Context: an optimization exercise on an open-source flow, tuned for small area, a short achievable clock period and few clock cycles per item. The choices shown serve that exercise and are no tape-out recipe.
At most, simulation tests tie the RTL to the original design; equivalence was not proved.
No driver is modelled on the clock port, so clock power and skew are understated where the tree is cut down; a real chip needs a root buffer or a tree.

==> module order_no_counter, before the edit <==
module order_no_counter (
    input  logic                 clk,
    input  logic                 resetn,
    input  logic                 advance_i,
    output order_pkg::order_no_t order_no_o
);
    logic [4*5-1:0] bcd_q;
    logic [5-1:0]   nine_q;     
    logic [5-1:0]   nine;
    logic [5-1:0]   step;
    always_comb begin
        logic c;
        c = 1'b1;
        for (int d = 0; d < 5; d++) begin
            nine[d] = bcd_q[4*d +: 4] == 4'd9;
            step[d] = c;
            c = c && nine_q[d];
        end
    end
    always_ff @(posedge clk) begin
        if (!resetn) begin
            bcd_q  <= '0;
            nine_q <= '0;
        end else begin
            nine_q <= nine;
            for (int d = 0; d < 5; d++) begin
                if (advance_i && step[d]) begin
                    bcd_q[4*d +: 4] <= nine_q[d] ? 4'd0 : bcd_q[4*d +: 4] + 4'd1;
                end
            end
        end
    end
    logic [8*5-1:0] ascii;
    always_comb begin
        for (int d = 0; d < 5; d++) begin
            ascii[8*d +: 8] = {4'h3, bcd_q[4*d +: 4]};
        end
    end
    assign order_no_o = ascii;
endmodule
==> module top_payload_generator, before the edit <==
module top_payload_generator (
    input  logic                          clk,
    input  logic                          resetn,
    input  logic [15:0]                   session_id_i,
    input  logic [31:0]                   msg_seq_num_i,
    input  logic [4-1:0]            pe_valid_i,
    input  logic [4*(32 + 32 + 16 + 64)-1:0]   pe_order_i,
    output logic [4-1:0]            pe_ready_o,
    input  logic                          tready_i,
    output logic                          tvalid_o,
    output logic                          tlast_o,
    output logic [64-1:0]            tdata_o
);
    logic                 tvalid_q;
    logic                 tlast_q;
    logic [3:0]           bsel_q;
    logic [2:0][4-1:0] esel_q;
    stream_pkg::pe_idx_t  cur_q;       
    stream_pkg::pe_idx_t  nxt_q;       
    logic                 have_q;
    logic [4-1:0]   rdy_q;
    logic                 acc_q;       
    logic [4-1:0]   valid_q;     
    logic                 adv_q;       
    stream_pkg::beat_t    tdata_q, tdata_d;
    order_pkg::order_no_t order_no;
    logic                 ld;
    logic                 start;
    logic                 next0;       
    logic [4-1:0]   busy;
    logic [4-1:0]   cand;
    stream_pkg::pe_idx_t  pick;
    logic                 found;
    assign ld    = !tvalid_q || tready_i;
    assign start = ld && bsel_q[0] && (|esel_q[0]);
    assign next0 = ld ? (bsel_q[3] || (bsel_q[0] && !(|esel_q[0]))) : bsel_q[0];
    always_comb begin
        busy = esel_q[1] | esel_q[2] | rdy_q;
        if (acc_q) busy[cur_q] = 1'b1;
    end
    assign cand = valid_q & ~busy;
    always_comb begin
        found = 1'b0;
        pick  = cur_q;
        for (int k = 1; k <= 4; k++) begin
            if (!found && cand[stream_pkg::pe_idx_t'(cur_q + k)]) begin
                found = 1'b1;
                pick  = stream_pkg::pe_idx_t'(cur_q + k);
            end
        end
    end
    always_ff @(posedge clk) begin
        if (!resetn) begin
            tvalid_q <= 1'b0;
            tlast_q  <= 1'b0;
            bsel_q   <= 4'b0001;
            esel_q   <= '0;
            cur_q    <= '0;
            nxt_q    <= '0;
            have_q   <= 1'b0;
            rdy_q    <= '0;
            acc_q    <= 1'b0;
            valid_q  <= '0;
            adv_q    <= 1'b0;
        end else begin
            acc_q    <= |rdy_q;
            valid_q  <= pe_valid_i;
            adv_q    <= ld && bsel_q[3];
            if (ld) begin
                tvalid_q  <= !bsel_q[0] || (|esel_q[0]);
                tlast_q   <= bsel_q[3];
                bsel_q[1] <= start;
                bsel_q[2] <= bsel_q[1];
                bsel_q[3] <= bsel_q[2];
                bsel_q[0] <= next0;
                esel_q[1] <= start ? esel_q[0] : '0;
                esel_q[2] <= esel_q[1];
                rdy_q     <= esel_q[2];
            end else begin
                rdy_q     <= '0;
            end
            for (int e = 0; e < 4; e++) begin
                esel_q[0][e] <= next0 && have_q && !start && nxt_q == stream_pkg::pe_idx_t'(e);
            end
            if (start) begin
                cur_q  <= nxt_q;
            end
            if (!have_q) begin
                nxt_q  <= pick;
            end
            have_q <= !start && (have_q || found);
        end
    end
    logic [4-1:0][64-1:0] eterm;
    for (genvar e = 0; e < 4; e++) begin : g_eng
        logic [(32 + 32 + 16 + 64)-1:0] o;
        assign o = pe_order_i[e*(32 + 32 + 16 + 64) +: (32 + 32 + 16 + 64)];
        assign eterm[e] = ({64{esel_q[0][e]}} & {16'h0,
                                                 5'b0, o[138], 1'b0, o[136],
                                                 6'b0, ~o[128], o[128],
                                                 32'h0})
                        | ({64{esel_q[1][e]}} & {o[111:80], o[79:64],
                                                 6'b0, ~o[120], o[120],
                                                 5'b0, o[114], o[112], o[112]})
                        | ({64{esel_q[2][e]}} & o[63:0]);
    end
    assign tdata_d = ({64{bsel_q[0]}} & {session_id_i, 8'h30, 8'h30, msg_seq_num_i})
                   | ({64{bsel_q[1]}} & {32'h0, 16'h0, 8'h30, 8'h30})
                   | ({64{bsel_q[3]}} & {order_no, 24'd0})
                   | eterm[0] | eterm[1] | eterm[2] | eterm[3];
    always_ff @(posedge clk) begin
        if (ld) tdata_q <= tdata_d;
    end
    order_no_counter u_order_no (
        .clk        (clk),
        .resetn     (resetn),
        .advance_i  (adv_q),
        .order_no_o (order_no)
    );
    assign tvalid_o   = tvalid_q;
    assign tlast_o    = tlast_q;
    assign tdata_o    = tdata_q;
    assign pe_ready_o = rdy_q;
endmodule
export LEC_CHECK = 0
export CAP_MARGIN = 20
export CORE_AREA = 2.5 2.5 182.5 182.5
export DIE_AREA = 0 0 185 185
export SETUP_SLACK_MARGIN = 3.0
export SLEW_MARGIN = 20
create_clock -name core_clock -period 5.0 [get_ports {clk}]
standard.sh (not shown) runs the stock make flow with config.mk's settings and CLKGATE_MAP_FILE= SYNTH_SCRIPT=/design/flow/synth_recipe.tcl, a recipe that flattens the netlist after the stock synthesis.
==> flow/flow/run.sh <==
#!/bin/bash
# The standard flow, with four changes: the port buffers are the smallest
# buffer cell, the pins may sit on every routing track, they are placed in
# regions (flow/io.tcl, made by gen/io_gen.py) that keep each tdata_o bit next
# to the input bits feeding it, and the clock tree is two levels of buffers
# built by flow/cts_hand.tcl in place of clock tree synthesis.
export BUFFER_PORTS_ARGS="-buffer_cell sky130_fd_sc_hd__buf_1"
export PLACE_PINS_ARGS="-min_distance 1 -min_distance_in_tracks"
export IO_CONSTRAINTS="$PWD/flow/io.tcl"
export PRE_CTS_TCL="$PWD/flow/cts_hand.tcl"
bash standard.sh > standard.log 2>&1
Other scripts of this flow, unchanged in this note and not shown: flow/flow/cts_hand.tcl, flow/flow/io.tcl
Edit:
--- a/flow/design.v
+++ b/flow/design.v
@@ -54,27 +54,30 @@
     output order_pkg::order_no_t order_no_o
 );
     logic [4*5-1:0] bcd_q;
     logic [5-1:0]   nine_q;     
+    logic [5-1:0]   step_q;     
     logic [5-1:0]   nine;
     logic [5-1:0]   step;
     always_comb begin
         logic c;
         c = 1'b1;
         for (int d = 0; d < 5; d++) begin
             nine[d] = bcd_q[4*d +: 4] == 4'd9;
             step[d] = c;
-            c = c && nine_q[d];
+            c = c && nine[d];
         end
     end
     always_ff @(posedge clk) begin
         if (!resetn) begin
             bcd_q  <= '0;
             nine_q <= '0;
+            step_q <= 'b1;
         end else begin
             nine_q <= nine;
+            step_q <= step;
             for (int d = 0; d < 5; d++) begin
-                if (advance_i && step[d]) begin
+                if (advance_i && step_q[d]) begin
                     bcd_q[4*d +: 4] <= nine_q[d] ? 4'd0 : bcd_q[4*d +: 4] + 4'd1;
                 end
             end
         end
@@ -108,9 +111,9 @@
     stream_pkg::pe_idx_t  cur_q;       
     stream_pkg::pe_idx_t  nxt_q;       
     logic                 have_q;
     logic [4-1:0]   rdy_q;
-    logic                 acc_q;       
+    logic [4-1:0]   acc_q;       
     logic [4-1:0]   valid_q;     
     logic                 adv_q;       
     stream_pkg::beat_t    tdata_q, tdata_d;
     order_pkg::order_no_t order_no;
@@ -123,12 +126,9 @@
     logic                 found;
     assign ld    = !tvalid_q || tready_i;
     assign start = ld && bsel_q[0] && (|esel_q[0]);
     assign next0 = ld ? (bsel_q[3] || (bsel_q[0] && !(|esel_q[0]))) : bsel_q[0];
-    always_comb begin
-        busy = esel_q[1] | esel_q[2] | rdy_q;
-        if (acc_q) busy[cur_q] = 1'b1;
-    end
+    assign busy = esel_q[1] | esel_q[2] | rdy_q | acc_q;
     assign cand = valid_q & ~busy;
     always_comb begin
         found = 1'b0;
         pick  = cur_q;
@@ -148,13 +148,13 @@
             cur_q    <= '0;
             nxt_q    <= '0;
             have_q   <= 1'b0;
             rdy_q    <= '0;
-            acc_q    <= 1'b0;
+            acc_q    <= '0;
             valid_q  <= '0;
             adv_q    <= 1'b0;
         end else begin
-            acc_q    <= |rdy_q;
+            acc_q    <= rdy_q;
             valid_q  <= pe_valid_i;
             adv_q    <= ld && bsel_q[3];
             if (ld) begin
                 tvalid_q  <= !bsel_q[0] || (|esel_q[0]);
Effect: Worst setup slack stays flat. Area after synthesis fell by 1.1%. Routed wire length came out lower by 4.0%. Die area is unchanged. Utilization decreases by 0.98 points. Via count goes down by 2.8%. Synthesized cell count drops by 2.8%.
Testbench counts after the change, summed over its fixed seeds: cycles 38,432, items 9,600.
No functional check of the RTL was part of the first run of this note. No run of this note takes its clock network from TritonCTS; it comes from the design's own scripts or RTL.

==> static timing again, ports no longer ideal <==
Ports are ideal in the flow. The routed layouts listed here were re-timed in OpenROAD. Step 1: set_driving_cell puts a clkbuf_16 on clk and a buf_2 on each other input, an assumption about the parent block. Step 2 adds t to the input delays and takes it off the output delays; t is the mean of the earliest and latest rising clock arrival at the registers after step 1. Input paths then give back, and output paths get back, about the clock's delay inside the block. Slacks: ideal / step 1 / step 2; pairs: ideal / step 1.
run	shift t [ns]	setup WS [ns]	worst setup path at the end	worst data-port slew with drivers (ns)
the first run	0.382	3.058 / 2.991 / 2.853	input to register	0.07
the second run	0.388	3.060 / 2.983 / 2.857	input to register	0.07
After both steps setup and hold are still met in every run listed. For the first run, which loses most, drivers alone change the setup slack by -0.067 ns; drivers and shift together by -0.205 ns.
